What follows belongs to an exercise in optimizing a design on an open flow for small area, a short achievable clock period and few clock cycles per item; a production flow would make more cautious choices.
Only simulation tests tie the RTL to the original design; equivalence was not proved.
No activity file was given, so power comes from the tool's default toggle rates.

`design/flow/flow/run.sh`:
```
#!/bin/bash
# Standard synthesis, then the standard layout with timing repair aimed
# below the clock period (setup margin), so the achieved period shrinks.
set -euo pipefail
MARGIN=$(cat flow/margin.txt)
bash standard.sh synth > synth.log 2>&1
bash standard.sh SETUP_SLACK_MARGIN=$MARGIN finish > layout.log 2>&1
```
`design/flow/flow/margin.txt`:
```
9.5
```
`design/flow/standard.sh`:
```
#!/bin/bash
# synth_recipe.tcl (not shown) runs the flow's synth.tcl, then flattens the netlist and writes it again
# the make line also repeats each setting of config.mk as NAME=value (left out here)
make -C /OpenROAD-flow-scripts/flow DESIGN_CONFIG=/design/flow/config.mk WORK_HOME=/design/flow/orfs CLKGATE_MAP_FILE= SYNTH_SCRIPT=/design/flow/synth_recipe.tcl "${@:-finish}"
```
`design/flow/config.mk`:
```
export PLATFORM = sky130hd
export DESIGN_NAME = ex_stage
export DESIGN_NICKNAME = ex_stage
export VERILOG_FILES = /design/flow/design.v
export SDC_FILE = /design/flow/constraint.sdc
export NUM_CORES = 4
export LEC_CHECK = 0
export CAP_MARGIN = 20
export CORE_MARGIN = 2
export CORE_UTILIZATION = 20
export SLEW_MARGIN = 20
```
`design/flow/constraint.sdc`:
```
create_clock -name core_clock -period 18.0 [get_ports {clk}]
set_input_delay 3.6000 -clock core_clock [delete_from_list [all_inputs] [get_ports {clk}]]
set_output_delay 3.6000 -clock core_clock [all_outputs]
set_load 0.01 [all_outputs]
```
`design/flow/design.v`:
```
module ex_stage (
    input  logic        clk,
    input  logic        rst,
    input  logic        id_ex_valid,
    input  logic [31:0] id_ex_pc,
    input  logic [31:0] id_ex_rs1_data,
    input  logic [31:0] id_ex_rs2_data,
    input  logic [31:0] id_ex_imm,
    input  logic        id_ex_alu_src,
    input  logic [3:0]  id_ex_alu_op,
    input  logic        id_ex_branch,
    input  logic [2:0]  id_ex_funct3,
    input  logic [4:0]  id_ex_rd,
    input  logic        id_ex_reg_write,
    input  logic        id_ex_mem_read,
    input  logic        id_ex_mem_write,
    input  logic        id_ex_mem_to_reg,
    input  logic [1:0]  forwardA,
    input  logic [1:0]  forwardB,
    input  logic [31:0] mem_wb_fwd_data,
    input  logic        mem_stall,
    input  logic        flush,
    output logic        ex_busy,
    output logic        ex_mem_valid,
    output logic        ex_mem_reg_write,
    output logic        ex_mem_mem_read,
    output logic        ex_mem_mem_write,
    output logic        ex_mem_mem_to_reg,
    output logic [31:0] ex_mem_alu_result,
    output logic [31:0] ex_mem_store_data,
    output logic [4:0]  ex_mem_rd,
    output logic        ex_mem_branch_taken,
    output logic [31:0] ex_mem_branch_target
);
    logic [31:0] opa, fwdb, opb;
    always_comb begin
        case (forwardA)
            2'b01:   opa = ex_mem_alu_result;
            2'b10:   opa = mem_wb_fwd_data;
            default: opa = id_ex_rs1_data;
        endcase
        case (forwardB)
            2'b01:   fwdb = ex_mem_alu_result;
            2'b10:   fwdb = mem_wb_fwd_data;
            default: fwdb = id_ex_rs2_data;
        endcase
        opb = id_ex_alu_src ? id_ex_imm : fwdb;
    end
    logic        is_sub;
    logic [32:0] sum;
    logic        ltu, lts;
    logic [31:0] sh_in, sh_out, sh_rev;
    logic        sh_left, sh_fill;
    logic [31:0] alu_res;
    assign is_sub = (id_ex_alu_op != 4'd0);
    assign sum    = {1'b0, opa} + {1'b0, is_sub ? ~opb : opb} + {32'd0, is_sub};
    assign ltu    = ~sum[32];
    assign lts    = (opa[31] ^ opb[31]) ? opa[31] : sum[31];
    assign sh_left = (id_ex_alu_op == 4'd5);
    assign sh_fill = (id_ex_alu_op == 4'd7) & opa[31];
    always_comb begin
        for (int i = 0; i < 32; i++) sh_rev[i] = opa[31-i];
    end
    assign sh_in  = sh_left ? sh_rev : opa;
    assign sh_out = $unsigned({{32{sh_fill}}, sh_in} >> opb[4:0]);
    always_comb begin
        case (id_ex_alu_op)
            4'd0, 4'd1: alu_res = sum[31:0];
            4'd2:       alu_res = opa & opb;
            4'd3:       alu_res = opa | opb;
            4'd4:       alu_res = opa ^ opb;
            4'd5:       for (int i = 0; i < 32; i++) alu_res[i] = sh_out[31-i];
            4'd6, 4'd7: alu_res = sh_out;
            4'd8:       alu_res = {31'd0, lts};
            4'd9:       alu_res = {31'd0, ltu};
            default:    alu_res = opb;    
        endcase
    end
    logic [3:0]  sel_q;           
    logic         cl_q;            
    logic [31:0]  hh;              
    logic [7:0]  bsl;
    logic [39:0] xs, xc;          
    logic [8:0]  lowsum;
    logic         is_mul;
    logic [23:0] lo_q;
    logic [31:0] pp0;
    logic [31:0] pp1;
    logic [31:0] pp2;
    logic [31:0] pp3;
    logic [31:0] pp4;
    logic [31:0] pp5;
    logic [31:0] pp6;
    logic [31:0] pp7;
    logic fs0, fc0;
    logic fs1, fc1;
    logic fs2, fc2;
    logic fs3, fc3;
    logic fs4, fc4;
    logic fs5, fc5;
    logic fs6, fc6;
    logic fs7, fc7;
    logic fs8, fc8;
    logic fs9, fc9;
    logic fs10, fc10;
    logic fs11, fc11;
    logic fs12, fc12;
    logic fs13, fc13;
    logic fs14, fc14;
    logic fs15, fc15;
    logic fs16, fc16;
    logic fs17, fc17;
    logic fs18, fc18;
    logic fs19, fc19;
    logic fs20, fc20;
    logic fs21, fc21;
    logic fs22, fc22;
    logic fs23, fc23;
    logic fs24, fc24;
    logic fs25, fc25;
    logic fs26, fc26;
    logic fs27, fc27;
    logic fs28, fc28;
    logic fs29, fc29;
    logic fs30, fc30;
    logic fs31, fc31;
    logic fs32, fc32;
    logic fs33, fc33;
    logic fs34, fc34;
    logic fs35, fc35;
    logic fs36, fc36;
    logic fs37, fc37;
    logic fs38, fc38;
    logic fs39, fc39;
    logic fs40, fc40;
    logic fs41, fc41;
    logic fs42, fc42;
    logic fs43, fc43;
    logic fs44, fc44;
    logic fs45, fc45;
    logic fs46, fc46;
    logic fs47, fc47;
    logic fs48, fc48;
    logic fs49, fc49;
    logic fs50, fc50;
    logic fs51, fc51;
    logic fs52, fc52;
    logic fs53, fc53;
    logic fs54, fc54;
    logic fs55, fc55;
    logic fs56, fc56;
    logic fs57, fc57;
    logic fs58, fc58;
    logic fs59, fc59;
    logic fs60, fc60;
    logic fs61, fc61;
    logic fs62, fc62;
    logic fs63, fc63;
    logic fs64, fc64;
    logic fs65, fc65;
    logic fs66, fc66;
    logic fs67, fc67;
    logic fs68, fc68;
    logic fs69, fc69;
    logic fs70, fc70;
    logic fs71, fc71;
    logic fs72, fc72;
    logic fs73, fc73;
    logic fs74, fc74;
    logic fs75, fc75;
    logic fs76, fc76;
    logic fs77, fc77;
    logic fs78, fc78;
    logic fs79, fc79;
    logic fs80, fc80;
    logic fs81, fc81;
    logic fs82, fc82;
    logic fs83, fc83;
    logic fs84, fc84;
    logic fs85, fc85;
    logic fs86, fc86;
    logic fs87, fc87;
    logic fs88, fc88;
    logic fs89, fc89;
    logic fs90, fc90;
    logic fs91, fc91;
    logic fs92, fc92;
    logic fs93, fc93;
    logic fs94, fc94;
    logic fs95, fc95;
    logic fs96, fc96;
    logic fs97, fc97;
    logic fs98, fc98;
    logic fs99, fc99;
    logic fs100, fc100;
    logic fs101, fc101;
    logic fs102, fc102;
    logic fs103, fc103;
    logic fs104, fc104;
    logic fs105, fc105;
    logic fs106, fc106;
    logic fs107, fc107;
    logic fs108, fc108;
    logic fs109, fc109;
    logic fs110, fc110;
    logic fs111, fc111;
    logic fs112, fc112;
    logic fs113, fc113;
    logic fs114, fc114;
    logic fs115, fc115;
    logic fs116, fc116;
    logic fs117, fc117;
    logic fs118, fc118;
    logic fs119, fc119;
    logic fs120, fc120;
    logic fs121, fc121;
    logic fs122, fc122;
    logic fs123, fc123;
    logic fs124, fc124;
    logic fs125, fc125;
    logic fs126, fc126;
    logic fs127, fc127;
    logic fs128, fc128;
    logic fs129, fc129;
    logic fs130, fc130;
    logic fs131, fc131;
    logic fs132, fc132;
    logic fs133, fc133;
    logic fs134, fc134;
    logic fs135, fc135;
    logic fs136, fc136;
    logic fs137, fc137;
    logic fs138, fc138;
    logic fs139, fc139;
    logic fs140, fc140;
    logic fs141, fc141;
    logic fs142, fc142;
    logic fs143, fc143;
    logic fs144, fc144;
    logic fs145, fc145;
    logic fs146, fc146;
    logic fs147, fc147;
    logic fs148, fc148;
    logic fs149, fc149;
    logic fs150, fc150;
    logic fs151, fc151;
    logic fs152, fc152;
    logic fs153, fc153;
    logic fs154, fc154;
    logic fs155, fc155;
    logic fs156, fc156;
    logic fs157, fc157;
    logic fs158, fc158;
    logic fs159, fc159;
    logic fs160, fc160;
    logic fs161, fc161;
    logic fs162, fc162;
    logic fs163, fc163;
    logic fs164, fc164;
    logic fs165, fc165;
    logic fs166, fc166;
    logic fs167, fc167;
    logic fs168, fc168;
    logic fs169, fc169;
    logic fs170, fc170;
    logic fs171, fc171;
    logic fs172, fc172;
    logic fs173, fc173;
    logic fs174, fc174;
    logic fs175, fc175;
    logic fs176, fc176;
    logic fs177, fc177;
    logic fs178, fc178;
    logic fs179, fc179;
    logic fs180, fc180;
    logic fs181, fc181;
    logic fs182, fc182;
    logic fs183, fc183;
    logic fs184, fc184;
    logic fs185, fc185;
    logic fs186, fc186;
    logic fs187, fc187;
    logic fs188, fc188;
    logic fs189, fc189;
    logic fs190, fc190;
    logic fs191, fc191;
    logic fs192, fc192;
    logic fs193, fc193;
    logic fs194, fc194;
    logic fs195, fc195;
    logic fs196, fc196;
    logic fs197, fc197;
    logic fs198, fc198;
    logic fs199, fc199;
    logic fs200, fc200;
    logic fs201, fc201;
    logic fs202, fc202;
    logic fs203, fc203;
    logic fs204, fc204;
    logic fs205, fc205;
    logic fs206, fc206;
    logic fs207, fc207;
    logic fs208, fc208;
    logic fs209, fc209;
    logic hs0, hc0;
    logic hs1, hc1;
    logic hs2, hc2;
    logic hs3, hc3;
    logic hs4, hc4;
    logic hs5, hc5;
    logic hs6, hc6;
    assign is_mul = id_ex_alu_op[3] & id_ex_alu_op[1];    
    logic [31:0] b_rs2, b_mwb, b_exm, b_imm;
    logic [3:0]  g_rs2, g_mwb, g_exm, g_imm;
    logic         fb_exm, fb_mwb;
    assign fb_exm = (forwardB == 2'b01);
    assign fb_mwb = (forwardB == 2'b10);
    assign g_rs2  = sel_q & {4{~id_ex_alu_src & ~fb_exm & ~fb_mwb}};
    assign g_mwb  = sel_q & {4{~id_ex_alu_src & fb_mwb}};
    assign g_exm  = sel_q & {4{~id_ex_alu_src & fb_exm}};
    assign g_imm  = sel_q & {4{id_ex_alu_src}};
    assign b_rs2  = 32'(id_ex_rs2_data);
    assign b_mwb  = 32'(mem_wb_fwd_data);
    assign b_exm  = 32'(ex_mem_alu_result);
    assign b_imm  = 32'(id_ex_imm);
    assign bsl    = (b_rs2[0 +: 8] & {8{g_rs2[0]}}) |
                   (b_mwb[0 +: 8] & {8{g_mwb[0]}}) |
                   (b_exm[0 +: 8] & {8{g_exm[0]}}) |
                   (b_imm[0 +: 8] & {8{g_imm[0]}}) |
                   (b_rs2[8 +: 8] & {8{g_rs2[1]}}) |
                   (b_mwb[8 +: 8] & {8{g_mwb[1]}}) |
                   (b_exm[8 +: 8] & {8{g_exm[1]}}) |
                   (b_imm[8 +: 8] & {8{g_imm[1]}}) |
                   (b_rs2[16 +: 8] & {8{g_rs2[2]}}) |
                   (b_mwb[16 +: 8] & {8{g_mwb[2]}}) |
                   (b_exm[16 +: 8] & {8{g_exm[2]}}) |
                   (b_imm[16 +: 8] & {8{g_imm[2]}}) |
                   (b_rs2[24 +: 8] & {8{g_rs2[3]}}) |
                   (b_mwb[24 +: 8] & {8{g_mwb[3]}}) |
                   (b_exm[24 +: 8] & {8{g_exm[3]}}) |
                   (b_imm[24 +: 8] & {8{g_imm[3]}});
    assign hh     = {32{~sel_q[0]}} & (target_q + store_q + {31'd0, cl_q});
    assign pp0 = opa & {32{bsl[0]}};
    assign pp1 = opa & {32{bsl[1]}};
    assign pp2 = opa & {32{bsl[2]}};
    assign pp3 = opa & {32{bsl[3]}};
    assign pp4 = opa & {32{bsl[4]}};
    assign pp5 = opa & {32{bsl[5]}};
    assign pp6 = opa & {32{bsl[6]}};
    assign pp7 = opa & {32{bsl[7]}};
    assign hs0  = hh[5] ^ pp0[5];
    assign hc0 = hh[5] & pp0[5];
    assign fs0  = hh[6] ^ pp0[6] ^ pp1[5];
    assign fc0 = (hh[6] & pp0[6]) | (hh[6] & pp1[5]) | (pp0[6] & pp1[5]);
    assign hs1  = pp2[4] ^ pp3[3];
    assign hc1 = pp2[4] & pp3[3];
    assign fs1  = hh[7] ^ pp0[7] ^ pp1[6];
    assign fc1 = (hh[7] & pp0[7]) | (hh[7] & pp1[6]) | (pp0[7] & pp1[6]);
    assign fs2  = pp2[5] ^ pp3[4] ^ pp4[3];
    assign fc2 = (pp2[5] & pp3[4]) | (pp2[5] & pp4[3]) | (pp3[4] & pp4[3]);
    assign hs2  = pp5[2] ^ pp6[1];
    assign hc2 = pp5[2] & pp6[1];
    assign fs3  = hh[8] ^ pp0[8] ^ pp1[7];
    assign fc3 = (hh[8] & pp0[8]) | (hh[8] & pp1[7]) | (pp0[8] & pp1[7]);
    assign fs4  = pp2[6] ^ pp3[5] ^ pp4[4];
    assign fc4 = (pp2[6] & pp3[5]) | (pp2[6] & pp4[4]) | (pp3[5] & pp4[4]);
    assign fs5  = pp5[3] ^ pp6[2] ^ pp7[1];
    assign fc5 = (pp5[3] & pp6[2]) | (pp5[3] & pp7[1]) | (pp6[2] & pp7[1]);
    assign fs6  = hh[9] ^ pp0[9] ^ pp1[8];
    assign fc6 = (hh[9] & pp0[9]) | (hh[9] & pp1[8]) | (pp0[9] & pp1[8]);
    assign fs7  = pp2[7] ^ pp3[6] ^ pp4[5];
    assign fc7 = (pp2[7] & pp3[6]) | (pp2[7] & pp4[5]) | (pp3[6] & pp4[5]);
    assign fs8  = pp5[4] ^ pp6[3] ^ pp7[2];
    assign fc8 = (pp5[4] & pp6[3]) | (pp5[4] & pp7[2]) | (pp6[3] & pp7[2]);
    assign fs9  = hh[10] ^ pp0[10] ^ pp1[9];
    assign fc9 = (hh[10] & pp0[10]) | (hh[10] & pp1[9]) | (pp0[10] & pp1[9]);
    assign fs10  = pp2[8] ^ pp3[7] ^ pp4[6];
    assign fc10 = (pp2[8] & pp3[7]) | (pp2[8] & pp4[6]) | (pp3[7] & pp4[6]);
    assign fs11  = pp5[5] ^ pp6[4] ^ pp7[3];
    assign fc11 = (pp5[5] & pp6[4]) | (pp5[5] & pp7[3]) | (pp6[4] & pp7[3]);
    assign fs12  = hh[11] ^ pp0[11] ^ pp1[10];
    assign fc12 = (hh[11] & pp0[11]) | (hh[11] & pp1[10]) | (pp0[11] & pp1[10]);
    assign fs13  = pp2[9] ^ pp3[8] ^ pp4[7];
    assign fc13 = (pp2[9] & pp3[8]) | (pp2[9] & pp4[7]) | (pp3[8] & pp4[7]);
    assign fs14  = pp5[6] ^ pp6[5] ^ pp7[4];
    assign fc14 = (pp5[6] & pp6[5]) | (pp5[6] & pp7[4]) | (pp6[5] & pp7[4]);
    assign fs15  = hh[12] ^ pp0[12] ^ pp1[11];
    assign fc15 = (hh[12] & pp0[12]) | (hh[12] & pp1[11]) | (pp0[12] & pp1[11]);
    assign fs16  = pp2[10] ^ pp3[9] ^ pp4[8];
    assign fc16 = (pp2[10] & pp3[9]) | (pp2[10] & pp4[8]) | (pp3[9] & pp4[8]);
    assign fs17  = pp5[7] ^ pp6[6] ^ pp7[5];
    assign fc17 = (pp5[7] & pp6[6]) | (pp5[7] & pp7[5]) | (pp6[6] & pp7[5]);
    assign fs18  = hh[13] ^ pp0[13] ^ pp1[12];
    assign fc18 = (hh[13] & pp0[13]) | (hh[13] & pp1[12]) | (pp0[13] & pp1[12]);
    assign fs19  = pp2[11] ^ pp3[10] ^ pp4[9];
    assign fc19 = (pp2[11] & pp3[10]) | (pp2[11] & pp4[9]) | (pp3[10] & pp4[9]);
    assign fs20  = pp5[8] ^ pp6[7] ^ pp7[6];
    assign fc20 = (pp5[8] & pp6[7]) | (pp5[8] & pp7[6]) | (pp6[7] & pp7[6]);
    assign fs21  = hh[14] ^ pp0[14] ^ pp1[13];
    assign fc21 = (hh[14] & pp0[14]) | (hh[14] & pp1[13]) | (pp0[14] & pp1[13]);
    assign fs22  = pp2[12] ^ pp3[11] ^ pp4[10];
    assign fc22 = (pp2[12] & pp3[11]) | (pp2[12] & pp4[10]) | (pp3[11] & pp4[10]);
    assign fs23  = pp5[9] ^ pp6[8] ^ pp7[7];
    assign fc23 = (pp5[9] & pp6[8]) | (pp5[9] & pp7[7]) | (pp6[8] & pp7[7]);
    assign fs24  = hh[15] ^ pp0[15] ^ pp1[14];
    assign fc24 = (hh[15] & pp0[15]) | (hh[15] & pp1[14]) | (pp0[15] & pp1[14]);
    assign fs25  = pp2[13] ^ pp3[12] ^ pp4[11];
    assign fc25 = (pp2[13] & pp3[12]) | (pp2[13] & pp4[11]) | (pp3[12] & pp4[11]);
    assign fs26  = pp5[10] ^ pp6[9] ^ pp7[8];
    assign fc26 = (pp5[10] & pp6[9]) | (pp5[10] & pp7[8]) | (pp6[9] & pp7[8]);
    assign fs27  = hh[16] ^ pp0[16] ^ pp1[15];
    assign fc27 = (hh[16] & pp0[16]) | (hh[16] & pp1[15]) | (pp0[16] & pp1[15]);
    assign fs28  = pp2[14] ^ pp3[13] ^ pp4[12];
    assign fc28 = (pp2[14] & pp3[13]) | (pp2[14] & pp4[12]) | (pp3[13] & pp4[12]);
    assign fs29  = pp5[11] ^ pp6[10] ^ pp7[9];
    assign fc29 = (pp5[11] & pp6[10]) | (pp5[11] & pp7[9]) | (pp6[10] & pp7[9]);
    assign fs30  = hh[17] ^ pp0[17] ^ pp1[16];
    assign fc30 = (hh[17] & pp0[17]) | (hh[17] & pp1[16]) | (pp0[17] & pp1[16]);
    assign fs31  = pp2[15] ^ pp3[14] ^ pp4[13];
    assign fc31 = (pp2[15] & pp3[14]) | (pp2[15] & pp4[13]) | (pp3[14] & pp4[13]);
    assign fs32  = pp5[12] ^ pp6[11] ^ pp7[10];
    assign fc32 = (pp5[12] & pp6[11]) | (pp5[12] & pp7[10]) | (pp6[11] & pp7[10]);
    assign fs33  = hh[18] ^ pp0[18] ^ pp1[17];
    assign fc33 = (hh[18] & pp0[18]) | (hh[18] & pp1[17]) | (pp0[18] & pp1[17]);
    assign fs34  = pp2[16] ^ pp3[15] ^ pp4[14];
    assign fc34 = (pp2[16] & pp3[15]) | (pp2[16] & pp4[14]) | (pp3[15] & pp4[14]);
    assign fs35  = pp5[13] ^ pp6[12] ^ pp7[11];
    assign fc35 = (pp5[13] & pp6[12]) | (pp5[13] & pp7[11]) | (pp6[12] & pp7[11]);
    assign fs36  = hh[19] ^ pp0[19] ^ pp1[18];
    assign fc36 = (hh[19] & pp0[19]) | (hh[19] & pp1[18]) | (pp0[19] & pp1[18]);
    assign fs37  = pp2[17] ^ pp3[16] ^ pp4[15];
    assign fc37 = (pp2[17] & pp3[16]) | (pp2[17] & pp4[15]) | (pp3[16] & pp4[15]);
    assign fs38  = pp5[14] ^ pp6[13] ^ pp7[12];
    assign fc38 = (pp5[14] & pp6[13]) | (pp5[14] & pp7[12]) | (pp6[13] & pp7[12]);
    assign fs39  = hh[20] ^ pp0[20] ^ pp1[19];
    assign fc39 = (hh[20] & pp0[20]) | (hh[20] & pp1[19]) | (pp0[20] & pp1[19]);
    assign fs40  = pp2[18] ^ pp3[17] ^ pp4[16];
    assign fc40 = (pp2[18] & pp3[17]) | (pp2[18] & pp4[16]) | (pp3[17] & pp4[16]);
    assign fs41  = pp5[15] ^ pp6[14] ^ pp7[13];
    assign fc41 = (pp5[15] & pp6[14]) | (pp5[15] & pp7[13]) | (pp6[14] & pp7[13]);
    assign fs42  = hh[21] ^ pp0[21] ^ pp1[20];
    assign fc42 = (hh[21] & pp0[21]) | (hh[21] & pp1[20]) | (pp0[21] & pp1[20]);
    assign fs43  = pp2[19] ^ pp3[18] ^ pp4[17];
    assign fc43 = (pp2[19] & pp3[18]) | (pp2[19] & pp4[17]) | (pp3[18] & pp4[17]);
    assign fs44  = pp5[16] ^ pp6[15] ^ pp7[14];
    assign fc44 = (pp5[16] & pp6[15]) | (pp5[16] & pp7[14]) | (pp6[15] & pp7[14]);
    assign fs45  = hh[22] ^ pp0[22] ^ pp1[21];
    assign fc45 = (hh[22] & pp0[22]) | (hh[22] & pp1[21]) | (pp0[22] & pp1[21]);
    assign fs46  = pp2[20] ^ pp3[19] ^ pp4[18];
    assign fc46 = (pp2[20] & pp3[19]) | (pp2[20] & pp4[18]) | (pp3[19] & pp4[18]);
    assign fs47  = pp5[17] ^ pp6[16] ^ pp7[15];
    assign fc47 = (pp5[17] & pp6[16]) | (pp5[17] & pp7[15]) | (pp6[16] & pp7[15]);
    assign fs48  = hh[23] ^ pp0[23] ^ pp1[22];
    assign fc48 = (hh[23] & pp0[23]) | (hh[23] & pp1[22]) | (pp0[23] & pp1[22]);
    assign fs49  = pp2[21] ^ pp3[20] ^ pp4[19];
    assign fc49 = (pp2[21] & pp3[20]) | (pp2[21] & pp4[19]) | (pp3[20] & pp4[19]);
    assign fs50  = pp5[18] ^ pp6[17] ^ pp7[16];
    assign fc50 = (pp5[18] & pp6[17]) | (pp5[18] & pp7[16]) | (pp6[17] & pp7[16]);
    assign fs51  = hh[24] ^ pp0[24] ^ pp1[23];
    assign fc51 = (hh[24] & pp0[24]) | (hh[24] & pp1[23]) | (pp0[24] & pp1[23]);
    assign fs52  = pp2[22] ^ pp3[21] ^ pp4[20];
    assign fc52 = (pp2[22] & pp3[21]) | (pp2[22] & pp4[20]) | (pp3[21] & pp4[20]);
    assign fs53  = pp5[19] ^ pp6[18] ^ pp7[17];
    assign fc53 = (pp5[19] & pp6[18]) | (pp5[19] & pp7[17]) | (pp6[18] & pp7[17]);
    assign fs54  = hh[25] ^ pp0[25] ^ pp1[24];
    assign fc54 = (hh[25] & pp0[25]) | (hh[25] & pp1[24]) | (pp0[25] & pp1[24]);
    assign fs55  = pp2[23] ^ pp3[22] ^ pp4[21];
    assign fc55 = (pp2[23] & pp3[22]) | (pp2[23] & pp4[21]) | (pp3[22] & pp4[21]);
    assign fs56  = pp5[20] ^ pp6[19] ^ pp7[18];
    assign fc56 = (pp5[20] & pp6[19]) | (pp5[20] & pp7[18]) | (pp6[19] & pp7[18]);
    assign fs57  = hh[26] ^ pp0[26] ^ pp1[25];
    assign fc57 = (hh[26] & pp0[26]) | (hh[26] & pp1[25]) | (pp0[26] & pp1[25]);
    assign fs58  = pp2[24] ^ pp3[23] ^ pp4[22];
    assign fc58 = (pp2[24] & pp3[23]) | (pp2[24] & pp4[22]) | (pp3[23] & pp4[22]);
    assign fs59  = pp5[21] ^ pp6[20] ^ pp7[19];
    assign fc59 = (pp5[21] & pp6[20]) | (pp5[21] & pp7[19]) | (pp6[20] & pp7[19]);
    assign fs60  = hh[27] ^ pp0[27] ^ pp1[26];
    assign fc60 = (hh[27] & pp0[27]) | (hh[27] & pp1[26]) | (pp0[27] & pp1[26]);
    assign fs61  = pp2[25] ^ pp3[24] ^ pp4[23];
    assign fc61 = (pp2[25] & pp3[24]) | (pp2[25] & pp4[23]) | (pp3[24] & pp4[23]);
    assign fs62  = pp5[22] ^ pp6[21] ^ pp7[20];
    assign fc62 = (pp5[22] & pp6[21]) | (pp5[22] & pp7[20]) | (pp6[21] & pp7[20]);
    assign fs63  = hh[28] ^ pp0[28] ^ pp1[27];
    assign fc63 = (hh[28] & pp0[28]) | (hh[28] & pp1[27]) | (pp0[28] & pp1[27]);
    assign fs64  = pp2[26] ^ pp3[25] ^ pp4[24];
    assign fc64 = (pp2[26] & pp3[25]) | (pp2[26] & pp4[24]) | (pp3[25] & pp4[24]);
    assign fs65  = pp5[23] ^ pp6[22] ^ pp7[21];
    assign fc65 = (pp5[23] & pp6[22]) | (pp5[23] & pp7[21]) | (pp6[22] & pp7[21]);
    assign fs66  = hh[29] ^ pp0[29] ^ pp1[28];
    assign fc66 = (hh[29] & pp0[29]) | (hh[29] & pp1[28]) | (pp0[29] & pp1[28]);
    assign fs67  = pp2[27] ^ pp3[26] ^ pp4[25];
    assign fc67 = (pp2[27] & pp3[26]) | (pp2[27] & pp4[25]) | (pp3[26] & pp4[25]);
    assign fs68  = pp5[24] ^ pp6[23] ^ pp7[22];
    assign fc68 = (pp5[24] & pp6[23]) | (pp5[24] & pp7[22]) | (pp6[23] & pp7[22]);
    assign fs69  = hh[30] ^ pp0[30] ^ pp1[29];
    assign fc69 = (hh[30] & pp0[30]) | (hh[30] & pp1[29]) | (pp0[30] & pp1[29]);
    assign fs70  = pp2[28] ^ pp3[27] ^ pp4[26];
    assign fc70 = (pp2[28] & pp3[27]) | (pp2[28] & pp4[26]) | (pp3[27] & pp4[26]);
    assign fs71  = pp5[25] ^ pp6[24] ^ pp7[23];
    assign fc71 = (pp5[25] & pp6[24]) | (pp5[25] & pp7[23]) | (pp6[24] & pp7[23]);
    assign fs72  = hh[31] ^ pp0[31] ^ pp1[30];
    assign fc72 = (hh[31] & pp0[31]) | (hh[31] & pp1[30]) | (pp0[31] & pp1[30]);
    assign fs73  = pp2[29] ^ pp3[28] ^ pp4[27];
    assign fc73 = (pp2[29] & pp3[28]) | (pp2[29] & pp4[27]) | (pp3[28] & pp4[27]);
    assign fs74  = pp5[26] ^ pp6[25] ^ pp7[24];
    assign fc74 = (pp5[26] & pp6[25]) | (pp5[26] & pp7[24]) | (pp6[25] & pp7[24]);
    assign fs75  = pp1[31] ^ pp2[30] ^ pp3[29];
    assign fc75 = (pp1[31] & pp2[30]) | (pp1[31] & pp3[29]) | (pp2[30] & pp3[29]);
    assign fs76  = pp4[28] ^ pp5[27] ^ pp6[26];
    assign fc76 = (pp4[28] & pp5[27]) | (pp4[28] & pp6[26]) | (pp5[27] & pp6[26]);
    assign fs77  = pp2[31] ^ pp3[30] ^ pp4[29];
    assign fc77 = (pp2[31] & pp3[30]) | (pp2[31] & pp4[29]) | (pp3[30] & pp4[29]);
    assign hs3  = hh[3] ^ pp0[3];
    assign hc3 = hh[3] & pp0[3];
    assign fs78  = hh[4] ^ pp0[4] ^ pp1[3];
    assign fc78 = (hh[4] & pp0[4]) | (hh[4] & pp1[3]) | (pp0[4] & pp1[3]);
    assign hs4  = pp2[2] ^ pp3[1];
    assign hc4 = pp2[2] & pp3[1];
    assign fs79  = pp1[4] ^ pp2[3] ^ pp3[2];
    assign fc79 = (pp1[4] & pp2[3]) | (pp1[4] & pp3[2]) | (pp2[3] & pp3[2]);
    assign fs80  = pp4[1] ^ pp5[0] ^ hs0;
    assign fc80 = (pp4[1] & pp5[0]) | (pp4[1] & hs0) | (pp5[0] & hs0);
    assign fs81  = pp4[2] ^ pp5[1] ^ pp6[0];
    assign fc81 = (pp4[2] & pp5[1]) | (pp4[2] & pp6[0]) | (pp5[1] & pp6[0]);
    assign fs82  = hc0 ^ fs0 ^ hs1;
    assign fc82 = (hc0 & fs0) | (hc0 & hs1) | (fs0 & hs1);
    assign fs83  = pp7[0] ^ fc0 ^ hc1;
    assign fc83 = (pp7[0] & fc0) | (pp7[0] & hc1) | (fc0 & hc1);
    assign fs84  = fs1 ^ fs2 ^ hs2;
    assign fc84 = (fs1 & fs2) | (fs1 & hs2) | (fs2 & hs2);
    assign fs85  = fc1 ^ fc2 ^ hc2;
    assign fc85 = (fc1 & fc2) | (fc1 & hc2) | (fc2 & hc2);
    assign fs86  = fs3 ^ fs4 ^ fs5;
    assign fc86 = (fs3 & fs4) | (fs3 & fs5) | (fs4 & fs5);
    assign fs87  = fc3 ^ fc4 ^ fc5;
    assign fc87 = (fc3 & fc4) | (fc3 & fc5) | (fc4 & fc5);
    assign fs88  = fs6 ^ fs7 ^ fs8;
    assign fc88 = (fs6 & fs7) | (fs6 & fs8) | (fs7 & fs8);
    assign fs89  = fc6 ^ fc7 ^ fc8;
    assign fc89 = (fc6 & fc7) | (fc6 & fc8) | (fc7 & fc8);
    assign fs90  = fs9 ^ fs10 ^ fs11;
    assign fc90 = (fs9 & fs10) | (fs9 & fs11) | (fs10 & fs11);
    assign fs91  = fc9 ^ fc10 ^ fc11;
    assign fc91 = (fc9 & fc10) | (fc9 & fc11) | (fc10 & fc11);
    assign fs92  = fs12 ^ fs13 ^ fs14;
    assign fc92 = (fs12 & fs13) | (fs12 & fs14) | (fs13 & fs14);
    assign fs93  = fc12 ^ fc13 ^ fc14;
    assign fc93 = (fc12 & fc13) | (fc12 & fc14) | (fc13 & fc14);
    assign fs94  = fs15 ^ fs16 ^ fs17;
    assign fc94 = (fs15 & fs16) | (fs15 & fs17) | (fs16 & fs17);
    assign fs95  = fc15 ^ fc16 ^ fc17;
    assign fc95 = (fc15 & fc16) | (fc15 & fc17) | (fc16 & fc17);
    assign fs96  = fs18 ^ fs19 ^ fs20;
    assign fc96 = (fs18 & fs19) | (fs18 & fs20) | (fs19 & fs20);
    assign fs97  = fc18 ^ fc19 ^ fc20;
    assign fc97 = (fc18 & fc19) | (fc18 & fc20) | (fc19 & fc20);
    assign fs98  = fs21 ^ fs22 ^ fs23;
    assign fc98 = (fs21 & fs22) | (fs21 & fs23) | (fs22 & fs23);
    assign fs99  = fc21 ^ fc22 ^ fc23;
    assign fc99 = (fc21 & fc22) | (fc21 & fc23) | (fc22 & fc23);
    assign fs100  = fs24 ^ fs25 ^ fs26;
    assign fc100 = (fs24 & fs25) | (fs24 & fs26) | (fs25 & fs26);
    assign fs101  = fc24 ^ fc25 ^ fc26;
    assign fc101 = (fc24 & fc25) | (fc24 & fc26) | (fc25 & fc26);
    assign fs102  = fs27 ^ fs28 ^ fs29;
    assign fc102 = (fs27 & fs28) | (fs27 & fs29) | (fs28 & fs29);
    assign fs103  = fc27 ^ fc28 ^ fc29;
    assign fc103 = (fc27 & fc28) | (fc27 & fc29) | (fc28 & fc29);
    assign fs104  = fs30 ^ fs31 ^ fs32;
    assign fc104 = (fs30 & fs31) | (fs30 & fs32) | (fs31 & fs32);
    assign fs105  = fc30 ^ fc31 ^ fc32;
    assign fc105 = (fc30 & fc31) | (fc30 & fc32) | (fc31 & fc32);
    assign fs106  = fs33 ^ fs34 ^ fs35;
    assign fc106 = (fs33 & fs34) | (fs33 & fs35) | (fs34 & fs35);
    assign fs107  = fc33 ^ fc34 ^ fc35;
    assign fc107 = (fc33 & fc34) | (fc33 & fc35) | (fc34 & fc35);
    assign fs108  = fs36 ^ fs37 ^ fs38;
    assign fc108 = (fs36 & fs37) | (fs36 & fs38) | (fs37 & fs38);
    assign fs109  = fc36 ^ fc37 ^ fc38;
    assign fc109 = (fc36 & fc37) | (fc36 & fc38) | (fc37 & fc38);
    assign fs110  = fs39 ^ fs40 ^ fs41;
    assign fc110 = (fs39 & fs40) | (fs39 & fs41) | (fs40 & fs41);
    assign fs111  = fc39 ^ fc40 ^ fc41;
    assign fc111 = (fc39 & fc40) | (fc39 & fc41) | (fc40 & fc41);
    assign fs112  = fs42 ^ fs43 ^ fs44;
    assign fc112 = (fs42 & fs43) | (fs42 & fs44) | (fs43 & fs44);
    assign fs113  = fc42 ^ fc43 ^ fc44;
    assign fc113 = (fc42 & fc43) | (fc42 & fc44) | (fc43 & fc44);
    assign fs114  = fs45 ^ fs46 ^ fs47;
    assign fc114 = (fs45 & fs46) | (fs45 & fs47) | (fs46 & fs47);
    assign fs115  = fc45 ^ fc46 ^ fc47;
    assign fc115 = (fc45 & fc46) | (fc45 & fc47) | (fc46 & fc47);
    assign fs116  = fs48 ^ fs49 ^ fs50;
    assign fc116 = (fs48 & fs49) | (fs48 & fs50) | (fs49 & fs50);
    assign fs117  = fc48 ^ fc49 ^ fc50;
    assign fc117 = (fc48 & fc49) | (fc48 & fc50) | (fc49 & fc50);
    assign fs118  = fs51 ^ fs52 ^ fs53;
    assign fc118 = (fs51 & fs52) | (fs51 & fs53) | (fs52 & fs53);
    assign fs119  = fc51 ^ fc52 ^ fc53;
    assign fc119 = (fc51 & fc52) | (fc51 & fc53) | (fc52 & fc53);
    assign fs120  = fs54 ^ fs55 ^ fs56;
    assign fc120 = (fs54 & fs55) | (fs54 & fs56) | (fs55 & fs56);
    assign fs121  = fc54 ^ fc55 ^ fc56;
    assign fc121 = (fc54 & fc55) | (fc54 & fc56) | (fc55 & fc56);
    assign fs122  = fs57 ^ fs58 ^ fs59;
    assign fc122 = (fs57 & fs58) | (fs57 & fs59) | (fs58 & fs59);
    assign fs123  = fc57 ^ fc58 ^ fc59;
    assign fc123 = (fc57 & fc58) | (fc57 & fc59) | (fc58 & fc59);
    assign fs124  = fs60 ^ fs61 ^ fs62;
    assign fc124 = (fs60 & fs61) | (fs60 & fs62) | (fs61 & fs62);
    assign fs125  = fc60 ^ fc61 ^ fc62;
    assign fc125 = (fc60 & fc61) | (fc60 & fc62) | (fc61 & fc62);
    assign fs126  = fs63 ^ fs64 ^ fs65;
    assign fc126 = (fs63 & fs64) | (fs63 & fs65) | (fs64 & fs65);
    assign fs127  = fc63 ^ fc64 ^ fc65;
    assign fc127 = (fc63 & fc64) | (fc63 & fc65) | (fc64 & fc65);
    assign fs128  = fs66 ^ fs67 ^ fs68;
    assign fc128 = (fs66 & fs67) | (fs66 & fs68) | (fs67 & fs68);
    assign fs129  = fc66 ^ fc67 ^ fc68;
    assign fc129 = (fc66 & fc67) | (fc66 & fc68) | (fc67 & fc68);
    assign fs130  = fs69 ^ fs70 ^ fs71;
    assign fc130 = (fs69 & fs70) | (fs69 & fs71) | (fs70 & fs71);
    assign fs131  = fc69 ^ fc70 ^ fc71;
    assign fc131 = (fc69 & fc70) | (fc69 & fc71) | (fc70 & fc71);
    assign fs132  = fs72 ^ fs73 ^ fs74;
    assign fc132 = (fs72 & fs73) | (fs72 & fs74) | (fs73 & fs74);
    assign fs133  = pp7[25] ^ fc72 ^ fc73;
    assign fc133 = (pp7[25] & fc72) | (pp7[25] & fc73) | (fc72 & fc73);
    assign fs134  = fc74 ^ fs75 ^ fs76;
    assign fc134 = (fc74 & fs75) | (fc74 & fs76) | (fs75 & fs76);
    assign fs135  = pp5[28] ^ pp6[27] ^ pp7[26];
    assign fc135 = (pp5[28] & pp6[27]) | (pp5[28] & pp7[26]) | (pp6[27] & pp7[26]);
    assign fs136  = fc75 ^ fc76 ^ fs77;
    assign fc136 = (fc75 & fc76) | (fc75 & fs77) | (fc76 & fs77);
    assign fs137  = pp3[31] ^ pp4[30] ^ pp5[29];
    assign fc137 = (pp3[31] & pp4[30]) | (pp3[31] & pp5[29]) | (pp4[30] & pp5[29]);
    assign fs138  = pp6[28] ^ pp7[27] ^ fc77;
    assign fc138 = (pp6[28] & pp7[27]) | (pp6[28] & fc77) | (pp7[27] & fc77);
    assign fs139  = pp4[31] ^ pp5[30] ^ pp6[29];
    assign fc139 = (pp4[31] & pp5[30]) | (pp4[31] & pp6[29]) | (pp5[30] & pp6[29]);
    assign hs5  = hh[2] ^ pp0[2];
    assign hc5 = hh[2] & pp0[2];
    assign fs140  = pp1[2] ^ pp2[1] ^ pp3[0];
    assign fc140 = (pp1[2] & pp2[1]) | (pp1[2] & pp3[0]) | (pp2[1] & pp3[0]);
    assign fs141  = pp4[0] ^ hc3 ^ fs78;
    assign fc141 = (pp4[0] & hc3) | (pp4[0] & fs78) | (hc3 & fs78);
    assign fs142  = fc78 ^ hc4 ^ fs79;
    assign fc142 = (fc78 & hc4) | (fc78 & fs79) | (hc4 & fs79);
    assign fs143  = fc79 ^ fc80 ^ fs81;
    assign fc143 = (fc79 & fc80) | (fc79 & fs81) | (fc80 & fs81);
    assign fs144  = fc81 ^ fc82 ^ fs83;
    assign fc144 = (fc81 & fc82) | (fc81 & fs83) | (fc82 & fs83);
    assign fs145  = fc83 ^ fc84 ^ fs85;
    assign fc145 = (fc83 & fc84) | (fc83 & fs85) | (fc84 & fs85);
    assign fs146  = fc85 ^ fc86 ^ fs87;
    assign fc146 = (fc85 & fc86) | (fc85 & fs87) | (fc86 & fs87);
    assign fs147  = fc87 ^ fc88 ^ fs89;
    assign fc147 = (fc87 & fc88) | (fc87 & fs89) | (fc88 & fs89);
    assign fs148  = fc89 ^ fc90 ^ fs91;
    assign fc148 = (fc89 & fc90) | (fc89 & fs91) | (fc90 & fs91);
    assign fs149  = fc91 ^ fc92 ^ fs93;
    assign fc149 = (fc91 & fc92) | (fc91 & fs93) | (fc92 & fs93);
    assign fs150  = fc93 ^ fc94 ^ fs95;
    assign fc150 = (fc93 & fc94) | (fc93 & fs95) | (fc94 & fs95);
    assign fs151  = fc95 ^ fc96 ^ fs97;
    assign fc151 = (fc95 & fc96) | (fc95 & fs97) | (fc96 & fs97);
    assign fs152  = fc97 ^ fc98 ^ fs99;
    assign fc152 = (fc97 & fc98) | (fc97 & fs99) | (fc98 & fs99);
    assign fs153  = fc99 ^ fc100 ^ fs101;
    assign fc153 = (fc99 & fc100) | (fc99 & fs101) | (fc100 & fs101);
    assign fs154  = fc101 ^ fc102 ^ fs103;
    assign fc154 = (fc101 & fc102) | (fc101 & fs103) | (fc102 & fs103);
    assign fs155  = fc103 ^ fc104 ^ fs105;
    assign fc155 = (fc103 & fc104) | (fc103 & fs105) | (fc104 & fs105);
    assign fs156  = fc105 ^ fc106 ^ fs107;
    assign fc156 = (fc105 & fc106) | (fc105 & fs107) | (fc106 & fs107);
    assign fs157  = fc107 ^ fc108 ^ fs109;
    assign fc157 = (fc107 & fc108) | (fc107 & fs109) | (fc108 & fs109);
    assign fs158  = fc109 ^ fc110 ^ fs111;
    assign fc158 = (fc109 & fc110) | (fc109 & fs111) | (fc110 & fs111);
    assign fs159  = fc111 ^ fc112 ^ fs113;
    assign fc159 = (fc111 & fc112) | (fc111 & fs113) | (fc112 & fs113);
    assign fs160  = fc113 ^ fc114 ^ fs115;
    assign fc160 = (fc113 & fc114) | (fc113 & fs115) | (fc114 & fs115);
    assign fs161  = fc115 ^ fc116 ^ fs117;
    assign fc161 = (fc115 & fc116) | (fc115 & fs117) | (fc116 & fs117);
    assign fs162  = fc117 ^ fc118 ^ fs119;
    assign fc162 = (fc117 & fc118) | (fc117 & fs119) | (fc118 & fs119);
    assign fs163  = fc119 ^ fc120 ^ fs121;
    assign fc163 = (fc119 & fc120) | (fc119 & fs121) | (fc120 & fs121);
    assign fs164  = fc121 ^ fc122 ^ fs123;
    assign fc164 = (fc121 & fc122) | (fc121 & fs123) | (fc122 & fs123);
    assign fs165  = fc123 ^ fc124 ^ fs125;
    assign fc165 = (fc123 & fc124) | (fc123 & fs125) | (fc124 & fs125);
    assign fs166  = fc125 ^ fc126 ^ fs127;
    assign fc166 = (fc125 & fc126) | (fc125 & fs127) | (fc126 & fs127);
    assign fs167  = fc127 ^ fc128 ^ fs129;
    assign fc167 = (fc127 & fc128) | (fc127 & fs129) | (fc128 & fs129);
    assign fs168  = fc129 ^ fc130 ^ fs131;
    assign fc168 = (fc129 & fc130) | (fc129 & fs131) | (fc130 & fs131);
    assign fs169  = fc131 ^ fc132 ^ fs133;
    assign fc169 = (fc131 & fc132) | (fc131 & fs133) | (fc132 & fs133);
    assign fs170  = fc133 ^ fc134 ^ fs135;
    assign fc170 = (fc133 & fc134) | (fc133 & fs135) | (fc134 & fs135);
    assign fs171  = fc135 ^ fc136 ^ fs137;
    assign fc171 = (fc135 & fc136) | (fc135 & fs137) | (fc136 & fs137);
    assign fs172  = pp7[28] ^ fc137 ^ fc138;
    assign fc172 = (pp7[28] & fc137) | (pp7[28] & fc138) | (fc137 & fc138);
    assign fs173  = pp5[31] ^ pp6[30] ^ pp7[29];
    assign fc173 = (pp5[31] & pp6[30]) | (pp5[31] & pp7[29]) | (pp6[30] & pp7[29]);
    assign hs6  = hh[1] ^ pp0[1];
    assign hc6 = hh[1] & pp0[1];
    assign fs174  = pp1[1] ^ pp2[0] ^ hs5;
    assign fc174 = (pp1[1] & pp2[0]) | (pp1[1] & hs5) | (pp2[0] & hs5);
    assign fs175  = hs3 ^ hc5 ^ fs140;
    assign fc175 = (hs3 & hc5) | (hs3 & fs140) | (hc5 & fs140);
    assign fs176  = hs4 ^ fc140 ^ fs141;
    assign fc176 = (hs4 & fc140) | (hs4 & fs141) | (fc140 & fs141);
    assign fs177  = fs80 ^ fc141 ^ fs142;
    assign fc177 = (fs80 & fc141) | (fs80 & fs142) | (fc141 & fs142);
    assign fs178  = fs82 ^ fc142 ^ fs143;
    assign fc178 = (fs82 & fc142) | (fs82 & fs143) | (fc142 & fs143);
    assign fs179  = fs84 ^ fc143 ^ fs144;
    assign fc179 = (fs84 & fc143) | (fs84 & fs144) | (fc143 & fs144);
    assign fs180  = fs86 ^ fc144 ^ fs145;
    assign fc180 = (fs86 & fc144) | (fs86 & fs145) | (fc144 & fs145);
    assign fs181  = fs88 ^ fc145 ^ fs146;
    assign fc181 = (fs88 & fc145) | (fs88 & fs146) | (fc145 & fs146);
    assign fs182  = fs90 ^ fc146 ^ fs147;
    assign fc182 = (fs90 & fc146) | (fs90 & fs147) | (fc146 & fs147);
    assign fs183  = fs92 ^ fc147 ^ fs148;
    assign fc183 = (fs92 & fc147) | (fs92 & fs148) | (fc147 & fs148);
    assign fs184  = fs94 ^ fc148 ^ fs149;
    assign fc184 = (fs94 & fc148) | (fs94 & fs149) | (fc148 & fs149);
    assign fs185  = fs96 ^ fc149 ^ fs150;
    assign fc185 = (fs96 & fc149) | (fs96 & fs150) | (fc149 & fs150);
    assign fs186  = fs98 ^ fc150 ^ fs151;
    assign fc186 = (fs98 & fc150) | (fs98 & fs151) | (fc150 & fs151);
    assign fs187  = fs100 ^ fc151 ^ fs152;
    assign fc187 = (fs100 & fc151) | (fs100 & fs152) | (fc151 & fs152);
    assign fs188  = fs102 ^ fc152 ^ fs153;
    assign fc188 = (fs102 & fc152) | (fs102 & fs153) | (fc152 & fs153);
    assign fs189  = fs104 ^ fc153 ^ fs154;
    assign fc189 = (fs104 & fc153) | (fs104 & fs154) | (fc153 & fs154);
    assign fs190  = fs106 ^ fc154 ^ fs155;
    assign fc190 = (fs106 & fc154) | (fs106 & fs155) | (fc154 & fs155);
    assign fs191  = fs108 ^ fc155 ^ fs156;
    assign fc191 = (fs108 & fc155) | (fs108 & fs156) | (fc155 & fs156);
    assign fs192  = fs110 ^ fc156 ^ fs157;
    assign fc192 = (fs110 & fc156) | (fs110 & fs157) | (fc156 & fs157);
    assign fs193  = fs112 ^ fc157 ^ fs158;
    assign fc193 = (fs112 & fc157) | (fs112 & fs158) | (fc157 & fs158);
    assign fs194  = fs114 ^ fc158 ^ fs159;
    assign fc194 = (fs114 & fc158) | (fs114 & fs159) | (fc158 & fs159);
    assign fs195  = fs116 ^ fc159 ^ fs160;
    assign fc195 = (fs116 & fc159) | (fs116 & fs160) | (fc159 & fs160);
    assign fs196  = fs118 ^ fc160 ^ fs161;
    assign fc196 = (fs118 & fc160) | (fs118 & fs161) | (fc160 & fs161);
    assign fs197  = fs120 ^ fc161 ^ fs162;
    assign fc197 = (fs120 & fc161) | (fs120 & fs162) | (fc161 & fs162);
    assign fs198  = fs122 ^ fc162 ^ fs163;
    assign fc198 = (fs122 & fc162) | (fs122 & fs163) | (fc162 & fs163);
    assign fs199  = fs124 ^ fc163 ^ fs164;
    assign fc199 = (fs124 & fc163) | (fs124 & fs164) | (fc163 & fs164);
    assign fs200  = fs126 ^ fc164 ^ fs165;
    assign fc200 = (fs126 & fc164) | (fs126 & fs165) | (fc164 & fs165);
    assign fs201  = fs128 ^ fc165 ^ fs166;
    assign fc201 = (fs128 & fc165) | (fs128 & fs166) | (fc165 & fs166);
    assign fs202  = fs130 ^ fc166 ^ fs167;
    assign fc202 = (fs130 & fc166) | (fs130 & fs167) | (fc166 & fs167);
    assign fs203  = fs132 ^ fc167 ^ fs168;
    assign fc203 = (fs132 & fc167) | (fs132 & fs168) | (fc167 & fs168);
    assign fs204  = fs134 ^ fc168 ^ fs169;
    assign fc204 = (fs134 & fc168) | (fs134 & fs169) | (fc168 & fs169);
    assign fs205  = fs136 ^ fc169 ^ fs170;
    assign fc205 = (fs136 & fc169) | (fs136 & fs170) | (fc169 & fs170);
    assign fs206  = fs138 ^ fc170 ^ fs171;
    assign fc206 = (fs138 & fc170) | (fs138 & fs171) | (fc170 & fs171);
    assign fs207  = fs139 ^ fc171 ^ fs172;
    assign fc207 = (fs139 & fc171) | (fs139 & fs172) | (fc171 & fs172);
    assign fs208  = fc139 ^ fc172 ^ fs173;
    assign fc208 = (fc139 & fc172) | (fc139 & fs173) | (fc172 & fs173);
    assign fs209  = pp6[31] ^ pp7[30] ^ fc173;
    assign fc209 = (pp6[31] & pp7[30]) | (pp6[31] & fc173) | (pp7[30] & fc173);
    assign xs[0] = hh[0];
    assign xc[0] = pp0[0];
    assign xs[1] = pp1[0];
    assign xc[1] = hs6;
    assign xs[2] = hc6;
    assign xc[2] = fs174;
    assign xs[3] = fc174;
    assign xc[3] = fs175;
    assign xs[4] = fc175;
    assign xc[4] = fs176;
    assign xs[5] = fc176;
    assign xc[5] = fs177;
    assign xs[6] = fc177;
    assign xc[6] = fs178;
    assign xs[7] = fc178;
    assign xc[7] = fs179;
    assign xs[8] = fc179;
    assign xc[8] = fs180;
    assign xs[9] = fc180;
    assign xc[9] = fs181;
    assign xs[10] = fc181;
    assign xc[10] = fs182;
    assign xs[11] = fc182;
    assign xc[11] = fs183;
    assign xs[12] = fc183;
    assign xc[12] = fs184;
    assign xs[13] = fc184;
    assign xc[13] = fs185;
    assign xs[14] = fc185;
    assign xc[14] = fs186;
    assign xs[15] = fc186;
    assign xc[15] = fs187;
    assign xs[16] = fc187;
    assign xc[16] = fs188;
    assign xs[17] = fc188;
    assign xc[17] = fs189;
    assign xs[18] = fc189;
    assign xc[18] = fs190;
    assign xs[19] = fc190;
    assign xc[19] = fs191;
    assign xs[20] = fc191;
    assign xc[20] = fs192;
    assign xs[21] = fc192;
    assign xc[21] = fs193;
    assign xs[22] = fc193;
    assign xc[22] = fs194;
    assign xs[23] = fc194;
    assign xc[23] = fs195;
    assign xs[24] = fc195;
    assign xc[24] = fs196;
    assign xs[25] = fc196;
    assign xc[25] = fs197;
    assign xs[26] = fc197;
    assign xc[26] = fs198;
    assign xs[27] = fc198;
    assign xc[27] = fs199;
    assign xs[28] = fc199;
    assign xc[28] = fs200;
    assign xs[29] = fc200;
    assign xc[29] = fs201;
    assign xs[30] = fc201;
    assign xc[30] = fs202;
    assign xs[31] = fc202;
    assign xc[31] = fs203;
    assign xs[32] = fc203;
    assign xc[32] = fs204;
    assign xs[33] = fc204;
    assign xc[33] = fs205;
    assign xs[34] = fc205;
    assign xc[34] = fs206;
    assign xs[35] = fc206;
    assign xc[35] = fs207;
    assign xs[36] = fc207;
    assign xc[36] = fs208;
    assign xs[37] = fc208;
    assign xc[37] = fs209;
    assign xs[38] = pp7[31];
    assign xc[38] = fc209;
    assign xs[39] = 1'b0;
    assign xc[39] = 1'b0;
    assign lowsum = {1'b0, xs[7:0]} + {1'b0, xc[7:0]};
    logic br_eq, br_ltu, br_lts, br_cond;
    assign br_eq  = (opa == fwdb);
    assign br_ltu = (opa < fwdb);
    assign br_lts = (opa[31] ^ fwdb[31]) ? opa[31] : br_ltu;
    always_comb begin
        case (id_ex_funct3[2:1])
            2'b00:   br_cond = br_eq;
            2'b10:   br_cond = br_lts;
            default: br_cond = br_ltu;
        endcase
        br_cond = br_cond ^ id_ex_funct3[0];
    end
    logic accept, mul_step, last;
    assign last     = sel_q[3];
    assign ex_busy  = is_mul & ~last;
    assign accept   = id_ex_valid & ~ex_busy & ~mem_stall & ~flush;
    assign mul_step = id_ex_valid & is_mul & ~last & ~flush & ~mem_stall;
    always_ff @(posedge clk) begin
        if (rst || flush || !id_ex_valid || accept) begin
            sel_q <= 4'(1);
        end else if (mul_step) begin
            sel_q <= sel_q << 1;
        end
    end
    always_ff @(posedge clk) begin
        if (mul_step) begin
            lo_q <= {lowsum[7:0], lo_q[23:8]};
            cl_q <= lowsum[8];
        end
    end
    logic        valid_q, rw_q, mr_q, mw_q, m2r_q, taken_q;
    logic [31:0] res_s_q, res_c_q, store_q, target_q;
    logic        res_ci_q;
    logic [4:0]  rd_q;
    logic [31:0] res_s_d, res_c_d;
    logic        res_ci_d;
    logic m_lo, m_hi;
    assign m_lo = is_mul & ~id_ex_alu_op[0];
    assign m_hi = is_mul & id_ex_alu_op[0];
    assign res_s_d  = ({32{m_lo}} & {xs[7:0], lo_q}) | ({32{m_hi}} & xs[39:8]) |
                      ({32{~is_mul}} & alu_res);
    assign res_c_d  = ({32{m_lo}} & {xc[7:0], 24'd0}) | ({32{m_hi}} & xc[39:8]);
    assign res_ci_d = m_hi & lowsum[8];
    always_ff @(posedge clk) begin
        if (rst || flush) begin
            valid_q <= 1'b0;
            rw_q    <= 1'b0;
            mr_q    <= 1'b0;
            mw_q    <= 1'b0;
            m2r_q   <= 1'b0;
            taken_q <= 1'b0;
        end else if (!mem_stall) begin
            valid_q <= accept;
            rw_q    <= accept & id_ex_reg_write;
            mr_q    <= accept & id_ex_mem_read;
            mw_q    <= accept & id_ex_mem_write;
            m2r_q   <= accept & id_ex_mem_to_reg;
            taken_q <= accept & id_ex_branch & br_cond;
        end
    end
    always_ff @(posedge clk) begin
        if (accept) begin
            res_s_q   <= res_s_d;
            res_c_q   <= res_c_d;
            res_ci_q  <= res_ci_d;
            store_q   <= fwdb;
            rd_q      <= id_ex_rd;
            target_q  <= id_ex_pc + id_ex_imm;
        end else if (mul_step) begin
            store_q   <= xc[39:8];
            target_q  <= xs[39:8];
        end
    end
    assign ex_mem_valid         = valid_q;
    assign ex_mem_reg_write     = rw_q;
    assign ex_mem_mem_read      = mr_q;
    assign ex_mem_mem_write     = mw_q;
    assign ex_mem_mem_to_reg    = m2r_q;
    assign ex_mem_alu_result    = res_s_q + res_c_q + {31'd0, res_ci_q};
    assign ex_mem_store_data    = store_q;
    assign ex_mem_rd            = rd_q;
    assign ex_mem_branch_taken  = taken_q;
    assign ex_mem_branch_target = target_q;
endmodule
```
==> impl_metrics.csv <==
group,metric,value,unit
run_status,outcome,"timing/DRC/antenna clean",
run,drv_cap,0,
global_routing,grt_pass1_wl,246000,microns
logic_synthesis,ys_warn_count,1,
power,internal-power,1560,uW
power,irDropWorstVdd,92.1,uV
clock_tree,root_buffer,"clkbuf_16",
sta,max_freq,116,MHz
place,port_buffers,294,
setup_path,crit_path_max_incr_delay,1160,ps
drt,vias_per_cell,5.66,
drt,drt_iter0_drc,4807,
sta,slew_violations,0,
drt,drc_errors,0,
sta,min_period,8620,ps
floorplan,start_util,20.1,%
setup_path,criticalPathCategory,"in2reg",
logic_synthesis,synth_nets,4320,
sta,final.setup.tns,0,ps
logic_synthesis,ys_top_cells_by_area,"edfxtp_1 16%, fa_1 15%, ha_1 10%, nand2_1 5.8%, o21ai_0 4.2%",
power,comb_power_share,70.8,%
clock_tree,cts_tree,"done",
hold_path,hold_end,"lo_q[3]$_DFFE_PP_",
place,gp_congestion,1.07,
global_routing,antenna_found_initial,28,
drt,vias,33300,
sta,rsz0062_at_grt,"true",
drt,wl,181000,microns
floorplan,die_w,388,microns
setup_path,path_cells,"buf_2 > a222oi_1 > o21ai_1 > a221oi_1 > o21ai_1 > a21oi_2 > nand4_1 > buf_4 > buf_4 > bufbuf_16 > and2_1 > ha_1 > fa_1 > a21o_1 > a21oi_1 > o21bai_1 > a21oi_2 > o21bai_1 > a21o_1 > and3_1",
setup_path,arrival,8890,ps
setup_path,worstPathMaxFanout,16,
setup_path,path_delay_family,"compound AO/OA/AOI/OAI gates",
drt,firstDrtPassIters,9,
place,dp_hpwl,143000,microns
setup_path,r2r_end,"res_s_q[29]$_DFFE_PP_",
power,power_switching,1700,uW
sta,final-hold-violation-count,0,
setup_path,crit_start,"id_ex_imm[8]",
drt,drt-wirelength-per-cell,30.8,microns
logic_synthesis,synth_area,29500,sq um
finish,final_common_cell,"nand2_1",
finish,n_fill_cell,16100,
logic_synthesis,synth-edff-count,159,
finish,finalNetCount,4569,
global_routing,grt-ovfl-total,0,
setup_path,crit_path_start_kind,"input port",
floorplan,fp.coreArea,147000,sq um
logic_synthesis,synth_largest_area_cell,"edfxtp_1",
clock_tree,cts_buffer_depth,2,
power,p_per_area,87.5,nW/um^2
setup_path,r2r_start,"res_s_q[8]$_DFFE_PP_",
logic_synthesis,synth-seq-cells,169,
floorplan,die_area,151000,sq um
setup_path,reg2reg_slack,10350,ps
sta,clock_skew,18.2,ps
global_routing,grt_pass1_vias,31000,
logic_synthesis,seq_area_frac_synth,16.8,%
logic_synthesis,netlist-cell-type-count,117,
floorplan,num_io_pins,295,
clock_tree,cts_buffers,17,
power,power.share.sequential,16.5,%
logic_synthesis,synth_ff_type,"edfxtp_1",
setup_path,cp_slowest_cell,"a222oi_1",
sta,maxSlewHeadroom,9.07,%
clock_tree,clock_latency,510,ps
hold_path,min_path_cells,0,
sta,whs,451,ps
clock_tree,htree_levels,4,
sta,setup_viol_count_final,0,
logic_synthesis,post_synth.cell_area_avg,8.03,sq um
setup_path,critPathRequiredTime,18270,ps
setup_path,r2r_cells,23,
finish,area_growth,26.2,%
hold_path,min-delay-start,"lo_q[11]$_DFFE_PP_",
floorplan,die_h,388,microns
setup_path,crit_buf_inv,4,
clock_tree,clk_pin_slew,80,ps
hold_path,min_path_type,"reg2reg",
power,swShare,52.2,%
power,cellLeakagePower,0.0147,uW
clock_tree,clkSinkCount,169,
sta,min_period_over_period,47.9,%
power,clockPowerShare,12.7,%
drt,ant_nets,0,
setup_path,cp-end-kind,"flop",
sta,tightest_slew,1360,ps
logic_synthesis,netlist_instances,3679,
global_routing,grt_max_degree,104,
finish,layout-drive-gt1-share,12.2,%
logic_synthesis,async_flop_share,0,%
floorplan,num_rows,141,
global_routing,grt_usage,22.9,%
logic_synthesis,synth.top_cell.area_share,16.2,%
finish,mostFrequentLayoutCells,"452 x nand2_1, 299 x nor2_1, 276 x clkdlybuf4s50_1",
[through the flow]
| stage | area [sq um] | setup slack, ps | power (uW) | utilization, % | std cells |
|---|---|---|---|---|---|
| after floorplan | 29600 | 9500 | 1710 | - | 3679 |
| after global placement | 35000 | 7450 | 2630 | 23.8 | 5783 |
| after detailed placement | 35000 | 7680 | 2640 | 23.8 | 5784 |
| after CTS | 36700 | 9510 | 3150 | 24.9 | 5849 |
| after global routing | 37300 | 9390 | 3390 | 25.3 | 5871 |
| final | 37300 | 9380 | 3260 | 25.4 | 5883 |
[timing repair]
item                       4_1_cts  5_1_grt
pin swaps                       16       21
buffers inserted                28       18
resized for setup              192      109
setup endpoints to repair      127       57
hold buffers                     0        0
cloned                           5        4
[synthesized netlist by cell type (14+ instances only)]
| cell type | n |
|---|---|
| o221ai_1 | 29 |
| a221oi_1 | 44 |
| a221o_1 | 42 |
| o211ai_1 | 52 |
| o21ai_0 | 249 |
| and3_1 | 63 |
| o21a_1 | 39 |
| o21bai_1 | 20 |
| xor2_1 | 45 |
| or2_2 | 14 |
| edfxtp_1 | 159 |
| fa_1 | 217 |
| a31oi_1 | 24 |
| nor2b_1 | 27 |
| nor3_1 | 55 |
| buf_2 | 25 |
| o22ai_1 | 41 |
| nand2_1 | 456 |
| nand4_1 | 34 |
| and2_1 | 46 |
| a21oi_1 | 234 |
| inv_1 | 271 |
| a22o_1 | 17 |
| a21o_1 | 60 |
| mux2i_1 | 26 |
| a211o_1 | 18 |
| nand2b_1 | 59 |
| ha_1 | 237 |
| nor2_1 | 308 |
| nand3_1 | 78 |
| mux2_2 | 27 |
| buf_1 | 19 |
| clkbuf_1 | 178 |
| a211oi_1 | 36 |
| or3_1 | 17 |
| xnor2_1 | 84 |
| a22oi_1 | 53 |
[per-layer routing]
| metal | vias to the layer above | track usage, % | wire, microns |
|---|---|---|---|
| li1 | 13800 | - | - |
| met1 | 16400 | 28.6 | 69200 |
| met2 | 2475 | 34.0 | 76100 |
| met3 | 594 | 7.34 | 21900 |
| met4 | 32 | 14.3 | 13900 |
| met5 | - | 0 | 341 |
[worst max path at each step]
stage | to | slack (ps) | cells after the start
finish | res_ci_q$_DFFE_PP_ | 9380 | 20
global route | res_s_q[29]$_DFFE_PP_ | 9390 | 19
CTS | res_s_q[28]$_DFFE_PP_ | 9510 | 23
detailed placement | res_s_q[28]$_DFFE_PP_ | 7680 | 21
global placement | res_s_q[28]$_DFFE_PP_ | 7450 | 22
floorplan | res_s_q[30]$_DFFE_PP_ | 9500 | 23
[worst register-to-register path, stage by stage, from the launching register on]
cell	delay (ps)
edfxtp_1	530
ha_1	670
nor2_1	230
or3_1	490
o221ai_1	560
a211oi_2	270
xnor2_2	770
a221o_1	290
o21ai_0	160
buf_4	250
o21ai_0	640
xnor2_1	190
ha_1	270
a21o_1	200
a21o_1	170
nand2_1	80
nand2b_1	80
nor3_1	200
a21oi_2	120
buf_4	160
a211oi_1	310
xnor2_1	150
a221oi_1	410
o22ai_1	170
[cell families (layout without fill, tap and decap cells)]
group	count (synthesis)	count (layout)	synth area share (%)
fa+ha+maj	454	454	24.7
simple gates	1228	1228	19.5
xor+xnor	130	130	3.88
mux	53	53	1.91
flops	169	169	16.8
other cells	0	12	0
buf+inv	511	773	6.71
compound gates	1134	1134	26.5
[flip-flops by register name (all words and copies together) (netlist names), 4 cells and up]
name and count:
res_c_q 32, store_q 32, target_q 32, lo_q 24, res_s_q 32, rd_q 5, sel_q 4
[cell type report]
class / instances / area, sq um / area share [%]
well taps: 1930 / 2410 / 6.47
inverters: 281 / 1100 / 2.95
repair buffers: 460 / 4620 / 12.4
multi-input cells: 2999 / 23500 / 63.1
diodes: 12 / 30.0 / 0.0805
flip-flops and latches: 169 / 4980 / 13.3
clock inverters: 15 / 186 / 0.500
clock buffers: 17 / 425 / 1.14
[power by group through the flow]
stage | sequential, uW | clock [uW] | combinational (uW)
final | 539 | 416 | 2310
after global routing | 540 | 432 | 2420
after CTS | 539 | 419 | 2190
after detailed placement | 547 | 0 | 2100
after global placement | 547 | 0 | 2080
after floorplan | 539 | 0 | 1180
Testbench counts, summed over its fixed seeds: cycles 25,557, instructions 16,000.

[static timing again, ports no longer ideal]
How much do the figures lean on ideal ports? The routed layout below was timed once more, with nothing changed but the port constraints.
Step 1, drivers: a clkbuf_16 drives clk and a buf_2 each remaining input, both assumed.
Step 2 adds t to the input delays and takes it off the output delays; t is the mean of the earliest and latest rising clock arrival at the registers after step 1. Input paths then give back, and output paths get back, about the clock's delay inside the block.
a / b / c = no drivers / after step 1 / after step 2; a / b = the first two.
shift t [ns]: 0.571
setup slack, ns: 9.379 / 9.427 / 8.856
latest minus earliest clock arrival (ns): 0.018 / 0.018
After both steps setup and hold are still met in this run. For this run, drivers alone change the setup slack by +0.048 ns; drivers and shift together by -0.523 ns.
